From an optimization exercise on the open Yosys and OpenROAD flow, aimed at small area, a short achievable clock period and few clock cycles; shortcuts taken in it are not production practice. In this exercise RTL edits were held to simulation tests only and were not proved equivalent to the original. Power and IR drop assume default switching activity.

==> flow/design.v <==
package asc_pkg;
    localparam int CHANNELS  = 4;
    localparam int RING_LOG2 = 4;
    localparam int RING_SIZE = 1 << RING_LOG2;
    localparam int CH_W     = (CHANNELS > 1) ? $clog2(CHANNELS) : 1;
    localparam int POS_W    = (RING_LOG2 > 0) ? RING_LOG2 : 1;
    localparam int ADDR_W   = (CHANNELS * RING_SIZE > 1) ? $clog2(CHANNELS * RING_SIZE) : 1;
    localparam int SAMPLE_W = 12;
    localparam int SUM_W    = SAMPLE_W + RING_LOG2;
    localparam logic [2:0] OP_START = 3'd0;
    localparam logic [2:0] OP_STOP  = 3'd1;
    localparam logic [2:0] OP_TICK  = 3'd2;
    localparam logic [2:0] OP_DONE  = 3'd3;
    localparam logic [2:0] OP_QUERY = 3'd4;
    localparam logic [1:0] CFG_TIMEOUT = 2'd0;
    localparam logic [1:0] CFG_DELAY   = 2'd1;
    localparam logic [1:0] CFG_ROUNDS  = 2'd2;
    localparam logic [1:0] MODE_IDLE  = 2'd0;
    localparam logic [1:0] MODE_WAIT  = 2'd1;
    localparam logic [1:0] MODE_DELAY = 2'd2;
    localparam logic [1:0] CHST_BUSY  = 2'd0;
    localparam logic [1:0] CHST_READY = 2'd1;
    localparam logic [1:0] CHST_ERROR = 2'd2;
    localparam logic [15:0] MEAN_NONE = 16'hFFFF;
    typedef struct packed {
        logic            go;
        logic [CH_W-1:0] ch;
    } avg_ctrl_t;
    typedef struct packed {
        logic                done;
        logic [SAMPLE_W-1:0] mean;
    } avg_stat_t;
endpackage
import asc_pkg::*;
module asc_ring_mem (
    input  logic                         clk,
    input  logic                         we,
    input  logic [asc_pkg::ADDR_W-1:0]   waddr,
    input  logic [asc_pkg::SAMPLE_W-1:0] wdata,
    input  logic                         re,
    input  logic [asc_pkg::ADDR_W-1:0]   raddr,
    output logic [asc_pkg::SAMPLE_W-1:0] rdata
);
    logic [SAMPLE_W-1:0] mem [CHANNELS * RING_SIZE];
    logic [SAMPLE_W-1:0] rdata_reg;
    always_ff @(posedge clk)
    begin
        if (we)
        begin
            mem[waddr] <= wdata;
        end
    end
    always_ff @(posedge clk)
    begin
        if (re)
        begin
            rdata_reg <= mem[raddr];
        end
    end
    assign rdata = rdata_reg;
endmodule
import asc_pkg::*;
module asc_avg_unit (
    input  logic                         clk,
    input  logic                         rst_n,
    input  asc_pkg::avg_ctrl_t           ctrl,
    output asc_pkg::avg_stat_t           stat,
    output logic                         re,
    output logic [asc_pkg::ADDR_W-1:0]   raddr,
    input  logic [asc_pkg::SAMPLE_W-1:0] rdata
);
    logic             active_reg;
    logic [POS_W-1:0] cnt_reg;
    logic [CH_W-1:0]  ch_reg;
    logic             pend_reg;
    logic             pend_last_reg;
    logic             done_reg;
    logic [SUM_W-1:0] acc_reg;
    logic             last_issue;
    assign last_issue = (cnt_reg == POS_W'(RING_SIZE - 1));
    assign re         = active_reg;
    assign raddr      = ADDR_W'(ADDR_W'(ch_reg) * ADDR_W'(RING_SIZE)) + ADDR_W'(cnt_reg);
    always_ff @(posedge clk or negedge rst_n)
    begin
        if (!rst_n)
        begin
            active_reg    <= 1'b0;
            cnt_reg       <= '0;
            pend_reg      <= 1'b0;
            pend_last_reg <= 1'b0;
            done_reg      <= 1'b0;
        end
        else
        begin
            pend_reg      <= active_reg;
            pend_last_reg <= active_reg && last_issue;
            done_reg      <= pend_last_reg;
            if (ctrl.go)
            begin
                active_reg <= 1'b1;
                cnt_reg    <= '0;
            end
            else if (active_reg)
            begin
                cnt_reg <= cnt_reg + POS_W'(1);
                if (last_issue)
                begin
                    active_reg <= 1'b0;
                end
            end
        end
    end
    always_ff @(posedge clk)
    begin
        if (ctrl.go)
        begin
            ch_reg  <= ctrl.ch;
            acc_reg <= '0;
        end
        else if (pend_reg)
        begin
            acc_reg <= acc_reg + SUM_W'(rdata);
        end
    end
    assign stat = {done_reg, acc_reg[RING_LOG2 +: SAMPLE_W]};
endmodule
import asc_pkg::*;
module adc_scan_sequencer_with_averaging_top (
    input  logic                         clk,
    input  logic                         rst_n,
    input  logic                         start,
    output logic                         busy,
    input  logic [2:0]                   op,
    input  logic [asc_pkg::SAMPLE_W-1:0] sample,
    input  logic [3:0]                   query_channel,
    input  logic                         cfg_we,
    input  logic [1:0]                   cfg_index,
    input  logic [15:0]                  cfg_data,
    output logic                         result_valid,
    output logic                         convert_request,
    output logic [3:0]                   convert_channel,
    output logic                         converter_stop,
    output logic                         busy_res,
    output logic [1:0]                   channel_state,
    output logic [15:0]                  mean_value
);
    localparam logic ST_IDLE = 1'b0;
    localparam logic ST_SUM  = 1'b1;
    localparam int   POS_X_W = POS_W + 1;
    localparam int   CH_X_W  = CH_W + 1;
    logic [15:0] timeout_reg;
    logic [15:0] delay_reg;
    logic [6:0]  rounds_cfg_reg;
    logic             state_reg, state_next;
    logic [1:0]       mode_reg, mode_next;
    logic [CH_W-1:0]  cur_ch_reg, cur_ch_next;
    logic [6:0]       rounds_reg, rounds_next;
    logic [15:0]      countdown_reg, countdown_next;
    logic [CHANNELS-1:0][POS_W-1:0] pos_reg;
    logic [CHANNELS-1:0][POS_W-1:0] pos_next;
    logic [CHANNELS-1:0] ready_reg, ready_next;
    logic        res_valid_reg, res_valid_next;
    logic        res_req_reg, res_req_next;
    logic [3:0]  res_ch_reg, res_ch_next;
    logic        res_stop_reg, res_stop_next;
    logic        res_busy_reg, res_busy_next;
    logic [1:0]  res_state_reg, res_state_next;
    logic [15:0] res_mean_reg, res_mean_next;
    logic               accept;
    logic               q_in_range;
    logic [CH_W-1:0]    q_idx;
    logic [POS_W-1:0]   pos_cur;
    logic [POS_X_W-1:0] pos_inc;
    logic [CH_X_W-1:0]  ch_inc;
    logic [6:0]         rounds_inc;
    logic [6:0]         round_limit;
    logic               finish;
    asc_pkg::avg_ctrl_t  ctrl;
    asc_pkg::avg_stat_t  stat;
    logic                ram_we;
    logic [ADDR_W-1:0]   ram_waddr;
    logic                ram_re;
    logic [ADDR_W-1:0]   ram_raddr;
    logic [SAMPLE_W-1:0] ram_rdata;
    assign busy       = (state_reg == ST_SUM);
    assign accept     = start && !busy;
    assign q_in_range = ({1'b0, query_channel} < 5'(CHANNELS));
    assign q_idx      = query_channel[CH_W-1:0];
    assign pos_cur    = pos_reg[cur_ch_reg];
    assign pos_inc    = {1'b0, pos_cur} + POS_X_W'(1);
    assign ch_inc     = {1'b0, cur_ch_reg} + CH_X_W'(1);
    assign rounds_inc = (rounds_reg == 7'd127) ? rounds_reg : rounds_reg + 7'd1;
    assign round_limit = (rounds_cfg_reg == 7'd0) ? 7'd1 : rounds_cfg_reg;
    assign ram_waddr  = ADDR_W'(ADDR_W'(cur_ch_reg) * ADDR_W'(RING_SIZE)) + ADDR_W'(pos_cur);
    asc_ring_mem u_ring (
        .clk   (clk),
        .we    (ram_we),
        .waddr (ram_waddr),
        .wdata (sample),
        .re    (ram_re),
        .raddr (ram_raddr),
        .rdata (ram_rdata)
    );
    asc_avg_unit u_avg (
        .clk   (clk),
        .rst_n (rst_n),
        .ctrl  (ctrl),
        .stat  (stat),
        .re    (ram_re),
        .raddr (ram_raddr),
        .rdata (ram_rdata)
    );
    always_comb
    begin
        state_next     = state_reg;
        mode_next      = mode_reg;
        cur_ch_next    = cur_ch_reg;
        rounds_next    = rounds_reg;
        countdown_next = countdown_reg;
        pos_next       = pos_reg;
        ready_next     = ready_reg;
        finish         = 1'b0;
        ram_we         = 1'b0;
        ctrl           = '0;
        res_valid_next = 1'b0;
        res_req_next   = 1'b0;
        res_ch_next    = '0;
        res_stop_next  = 1'b0;
        res_state_next = CHST_BUSY;
        res_mean_next  = '0;
        if (state_reg == ST_SUM)
        begin
            if (stat.done)
            begin
                state_next     = ST_IDLE;
                res_valid_next = 1'b1;
                res_state_next = CHST_READY;
                res_mean_next  = 16'(stat.mean);
            end
        end
        else if (accept)
        begin
            res_valid_next = 1'b1;
            case (op)
                OP_START:
                begin
                    for (int i = 0; i < CHANNELS; i++)
                    begin
                        pos_next[i] = '0;
                    end
                    ready_next     = '0;
                    cur_ch_next    = '0;
                    rounds_next    = '0;
                    mode_next      = MODE_WAIT;
                    countdown_next = timeout_reg;
                    res_req_next   = 1'b1;
                end
                OP_STOP:
                begin
                    res_stop_next = 1'b1;
                    mode_next     = MODE_IDLE;
                end
                OP_TICK:
                begin
                    if (mode_reg == MODE_WAIT)
                    begin
                        if (countdown_reg <= 16'd1)
                        begin
                            res_stop_next = 1'b1;
                            mode_next     = MODE_IDLE;
                        end
                        else
                        begin
                            countdown_next = countdown_reg - 16'd1;
                        end
                    end
                    else if (mode_reg == MODE_DELAY)
                    begin
                        if (countdown_reg <= 16'd1)
                        begin
                            res_req_next   = 1'b1;
                            res_ch_next    = 4'(cur_ch_reg);
                            mode_next      = MODE_WAIT;
                            countdown_next = timeout_reg;
                        end
                        else
                        begin
                            countdown_next = countdown_reg - 16'd1;
                        end
                    end
                end
                OP_DONE:
                begin
                    if (mode_reg == MODE_WAIT)
                    begin
                        ram_we = 1'b1;
                        if (pos_inc == POS_X_W'(RING_SIZE))
                        begin
                            pos_next[cur_ch_reg]   = '0;
                            ready_next[cur_ch_reg] = 1'b1;
                        end
                        else
                        begin
                            pos_next[cur_ch_reg] = pos_inc[POS_W-1:0];
                        end
                        if (ch_inc == CH_X_W'(CHANNELS))
                        begin
                            cur_ch_next = '0;
                            rounds_next = rounds_inc;
                            finish      = (rounds_inc >= round_limit);
                        end
                        else
                        begin
                            cur_ch_next = ch_inc[CH_W-1:0];
                        end
                        if (finish)
                        begin
                            mode_next = MODE_IDLE;
                        end
                        else if (delay_reg == 16'd0)
                        begin
                            res_req_next   = 1'b1;
                            res_ch_next    = 4'(cur_ch_next);
                            mode_next      = MODE_WAIT;
                            countdown_next = timeout_reg;
                        end
                        else
                        begin
                            mode_next      = MODE_DELAY;
                            countdown_next = delay_reg;
                        end
                    end
                end
                OP_QUERY:
                begin
                    if (!q_in_range)
                    begin
                        res_state_next = CHST_ERROR;
                        res_mean_next  = MEAN_NONE;
                    end
                    else if (!ready_reg[q_idx])
                    begin
                        res_state_next = CHST_BUSY;
                        res_mean_next  = MEAN_NONE;
                    end
                    else
                    begin
                        res_valid_next = 1'b0;
                        ctrl.go        = 1'b1;
                        ctrl.ch        = q_idx;
                        state_next     = ST_SUM;
                    end
                end
                default:
                begin
                end
            endcase
        end
        res_busy_next = res_valid_next && (mode_next != MODE_IDLE);
    end
    always_ff @(posedge clk or negedge rst_n)
    begin
        if (!rst_n)
        begin
            timeout_reg    <= 16'd1000;
            delay_reg      <= 16'd1;
            rounds_cfg_reg <= 7'd16;
        end
        else if (cfg_we)
        begin
            case (cfg_index)
                CFG_TIMEOUT: timeout_reg    <= cfg_data;
                CFG_DELAY:   delay_reg      <= cfg_data;
                CFG_ROUNDS:  rounds_cfg_reg <= cfg_data[6:0];
                default:
                begin
                end
            endcase
        end
    end
    always_ff @(posedge clk or negedge rst_n)
    begin
        if (!rst_n)
        begin
            state_reg     <= ST_IDLE;
            mode_reg      <= MODE_IDLE;
            cur_ch_reg    <= '0;
            rounds_reg    <= '0;
            countdown_reg <= '0;
            ready_reg     <= '0;
            for (int i = 0; i < CHANNELS; i++)
            begin
                pos_reg[i] <= '0;
            end
        end
        else
        begin
            state_reg     <= state_next;
            mode_reg      <= mode_next;
            cur_ch_reg    <= cur_ch_next;
            rounds_reg    <= rounds_next;
            countdown_reg <= countdown_next;
            ready_reg     <= ready_next;
            pos_reg       <= pos_next;
        end
    end
    always_ff @(posedge clk or negedge rst_n)
    begin
        if (!rst_n)
        begin
            res_valid_reg <= 1'b0;
            res_req_reg   <= 1'b0;
            res_ch_reg    <= '0;
            res_stop_reg  <= 1'b0;
            res_busy_reg  <= 1'b0;
            res_state_reg <= CHST_BUSY;
            res_mean_reg  <= '0;
        end
        else
        begin
            res_valid_reg <= res_valid_next;
            res_req_reg   <= res_req_next;
            res_ch_reg    <= res_ch_next;
            res_stop_reg  <= res_stop_next;
            res_busy_reg  <= res_busy_next;
            res_state_reg <= res_state_next;
            res_mean_reg  <= res_mean_next;
        end
    end
    assign result_valid    = res_valid_reg;
    assign convert_request = res_req_reg;
    assign convert_channel = res_ch_reg;
    assign converter_stop  = res_stop_reg;
    assign busy_res        = res_busy_reg;
    assign channel_state   = res_state_reg;
    assign mean_value      = res_mean_reg;
endmodule
==> flow/run.sh <==
#!/bin/bash
# synth_recipe.tcl (not shown) runs the flow's synth.tcl, then flattens the netlist and writes it again
# the make line also repeats each setting of config.mk as NAME=value (left out here)
make -C /OpenROAD-flow-scripts/flow DESIGN_CONFIG=/design/flow/config.mk WORK_HOME=/design/flow/orfs CLKGATE_MAP_FILE= SYNTH_SCRIPT=/design/flow/synth_recipe.tcl finish
==> flow/config.mk <==
export PLATFORM = sky130hd
export DESIGN_NAME = adc_scan_sequencer_with_averaging_top
export DESIGN_NICKNAME = adc_scan_sequencer_with_averaging_top
export VERILOG_FILES = /design/flow/design.v
export SDC_FILE = /design/flow/constraint.sdc
export NUM_CORES = 4
export LEC_CHECK = 0
export CAP_MARGIN = 20
export CORE_MARGIN = 2
export CORE_UTILIZATION = 40
export SLEW_MARGIN = 20
==> flow/constraint.sdc <==
create_clock -name core_clock -period 5.0 [get_ports {clk}]
set_input_delay 1.0000 -clock core_clock [delete_from_list [all_inputs] [get_ports {clk}]]
set_output_delay 1.0000 -clock core_clock [all_outputs]
set_load 0.01 [all_outputs]
==> results.txt <==
[path summary, 6_finish.rpt]
path / startpoint / to / slack [ns] / depth (start not counted)
max in group asynchronous: rst_n / u_avg.cnt_reg[1] / 3.54 / 2
worst max register to register: rounds_reg[0] / countdown_reg[8] / 0.92 / 12
worst min-delay path: rst_n / countdown_reg[9] / 0.32 / 1
worst min register to register: u_avg.pend_last_reg / u_avg.done_reg / 0.36 / 0
min in group core_clock: u_avg.pend_last_reg / u_avg.done_reg / 0.36 / 0
worst max-delay path: rounds_reg[0] / countdown_reg[8] / 0.92 / 12
[per-layer routing]
| layer | vias to the layer above | GRT usage [%] |
|---|---|---|
| met1 | 10300 | 25.9 |
| met3 | 130 | 3.62 |
| met5 | - | 0 |
| met4 | 0 | 4.84 |
| li1 | 8692 | - |
| met2 | 773 | 31.0 |
[power breakdown]
group	switching, mW	total [mW]	internal [mW]
registers	0.141	8.57	8.43
clock network	2.87	6.73	3.86
logic	0.487	0.742	0.255
[metrics by stage]
step / cells / instance area (um^2) / total power, mW
after floorplan: 2075 / 37000 / 9.08
after global placement: 3334 / 39500 / 9.44
after detailed placement: 3334 / 39500 / 9.47
after CTS: 3500 / 42500 / 16.2
after global routing: 3500 / 42500 / 16.6
final: 3500 / 42500 / 16.0
[area by class of cell]
class	count	area share [%]
inverters	27	0.238
multi-input cells	1029	22.9
clock buffers	117	5.88
clock inverters	49	1.08
flip-flops and latches	914	62.9
repair buffers	178	3.53
well taps	1186	3.49
[placed cells by master, fill, tap and decap left out, drive strengths merged, types with 42 or more instances in the layout]
cell,netlist,layout
edfxtp,782,782
mux4,173,173
nor2,128,128
buf,59,126
clkbuf,46,117
dfrtp,108,108
mux2i,88,88
nand2,79,79
o21ai,63,63
a21oi,58,58
clkdlybuf4s50,0,52
mux2,42,42
[Yosys cell counts (8+ instances only)]
| master | n |
|---|---|
| o21ai_1 | 13 |
| nand3_1 | 33 |
| a22oi_1 | 22 |
| mux2i_1 | 88 |
| edfxtp_1 | 782 |
| nor3_1 | 19 |
| a221oi_1 | 8 |
| a311oi_1 | 8 |
| o221ai_1 | 12 |
| o21ai_0 | 50 |
| dfrtp_1 | 108 |
| xnor2_1 | 8 |
| dfxtp_1 | 16 |
| a21o_1 | 17 |
| and3_1 | 11 |
| buf_2 | 28 |
| ha_1 | 34 |
| dfstp_2 | 8 |
| and2_1 | 9 |
| mux4_2 | 173 |
| nor4_1 | 13 |
| inv_1 | 26 |
| mux2_2 | 42 |
| nand2b_1 | 12 |
| nor2b_1 | 26 |
| a22o_1 | 27 |
| nand2_1 | 79 |
| buf_1 | 16 |
| clkbuf_1 | 46 |
| buf_4 | 13 |
| nor2_1 | 128 |
| o21a_1 | 9 |
| a211oi_1 | 13 |
| a21oi_1 | 57 |
| o22ai_1 | 18 |
[kinds of logic after synthesis]
| logic type | after synthesis |
|---|---|
| compound gates | 307 |
| xor+xnor | 15 |
| fa+ha+maj | 35 |
| buf+inv | 132 |
| flops | 914 |
| mux | 303 |
| other cells | 1 |
| simple gates | 367 |
==> out/results.ini <==
[sta]
setup_viol=0
rsz0062_at_grt=false
fin_crit_sh_pct=81.7
drv_slew=0
worstMarginPinSlew_ns=1.02
hold_slack_ns=0.317
final.setup.tns_ns=0
max_freq_ghz=0.245
fin_ws_ns=0.917
max_slew_margin_pct=29.9
fin_skew_ns=0.0251
period_minus_slack_ns=4.08
report.final.hold_viol_count=0

[setup_path]
required_ns=5.52
worstPathArrival_ns=4.60
cp-end-kind=register
crit_family=compound AO/OA/AOI/OAI gates
critPathMaxFanout=17
cp_slowest_cell=dfrtp_1
criticalPathCategory=reg2reg
slowest_delay_ns=0.43
worstPathCellList=ha_1 -> and3_1 -> and3_1 -> nand2_1 -> mux2_2 -> ha_1 -> a211o_1 -> a21oi_1 -> o221ai_2 -> buf_4 -> a2111oi_0 -> a21oi_1
cp-start-kind=register
critPathBufInv=1

[logic_synthesis]
ys_ff_latch=914
yosysTopAreaCell=edfxtp_1
synth_top_area_share_pct=63.4
synthMuxAreaShare_pct=14.2
syn_inst=2074
synth_area_leaders=edfxtp_1 63%, mux4_2 11%, dfrtp_1 7.3%, mux2i_1 2.4%, nor2_1 1.3%
synth_edf_count=782
synth-xor-area-share_pct=0.355
yosys.area_share.simple_pct=4.71
avgSynthCellArea_um2=17.9
synthAdderAreaFrac_pct=1.20
seq_area_frac_synth_pct=72.2
synth.cell_area_um2=37000
synth_compound_area_share_pct=5.78
synth_flop_cell=edfxtp_1
async_flop_share_pct=12.7
ys_types=71
synth_top_family_by_area=multiplexers
ys_warn_count=3

[global_routing]
grt_max_degree=65
overflow=0
grt_pass1_vias=19900
antenna_found_initial=3
grt_first_pass_wirelength_um=133000
gr-usage-all-layers_pct=18.9

[clocking]
root_buffer=clkbuf_16
ctsHoldBuffers=0
clock-sinks=914
clk_path_buf_depth=3
cts_setup_buffers=0
cts_tree=yes
htreeDepth=3
cts_resized=0
insertion_delay_ns=0.67
clk_pin_slew_ns=0.06
cts_buffers=93

[outcome]
outcome=timing/DRC/antenna clean

[final_layout]
largest_register_ffs=768
largest_register=u_ring.mem
n_antenna_cell=0
seq_area_um2=26700
drive_above_1_share_pct=21.7
multi_input_area_um2=9730
num-fill-cells=7658
nets=2319
syn_to_final_growth_pct=14.8
post-route-util_pct=46.4

[drt]
m1WireLength_um=37500
wl_met3_um=6290
drc=0
met2_length_um=43100
first_iter_violations=2027
dr.pass1.iters=5
antenna_left=0
wl_um=89000
top_layer_used=met4
vias=19900
viasPerCell=5.68
wl_per_cell_um=25.4

[placed_design]
hpwl_um=58100
io_buffers=65
gp_congestion=0.923
place_worst_setup_slack_ns=0.732

[power]
leakagePower_nw=13.9
powerDensity_nw_per_um2=377
ir_worst_vdd_v=0.000236

[worst_hold_path]
hold_class=in2async

[floorplanning]
coreArea_um2=91700
dieArea_um2=95000
die_h_um=308
start_util_pct=40.4
io_pins=68
rows=111
die_w_um=308

[run]
drv_cap=0

Testbench counts, summed over its fixed seeds: cycles 47,336.

==> separate check: timing with driven ports <==
How much do the figures lean on ideal ports? The routed layout below was timed once more, with nothing changed but the port constraints.
Step 1, drivers: a clkbuf_16 drives clk and a buf_2 each remaining input, both assumed.
Step 2, shift: input delay + t, output delay - t, t = (earliest + latest rising clock arrival at the registers) / 2. This alone moves slack from input paths to output paths.
Three values: no drivers, after step 1, after step 2; two values: the first two.
shift t [ns]: 0.718
slack for setup (ns): 0.917 / 0.917 / 0.587
worst setup path at the end: input to register
After both steps setup and hold are still met in this run. For this run, drivers alone change the setup slack by 0.000 ns; drivers and shift together by -0.330 ns.
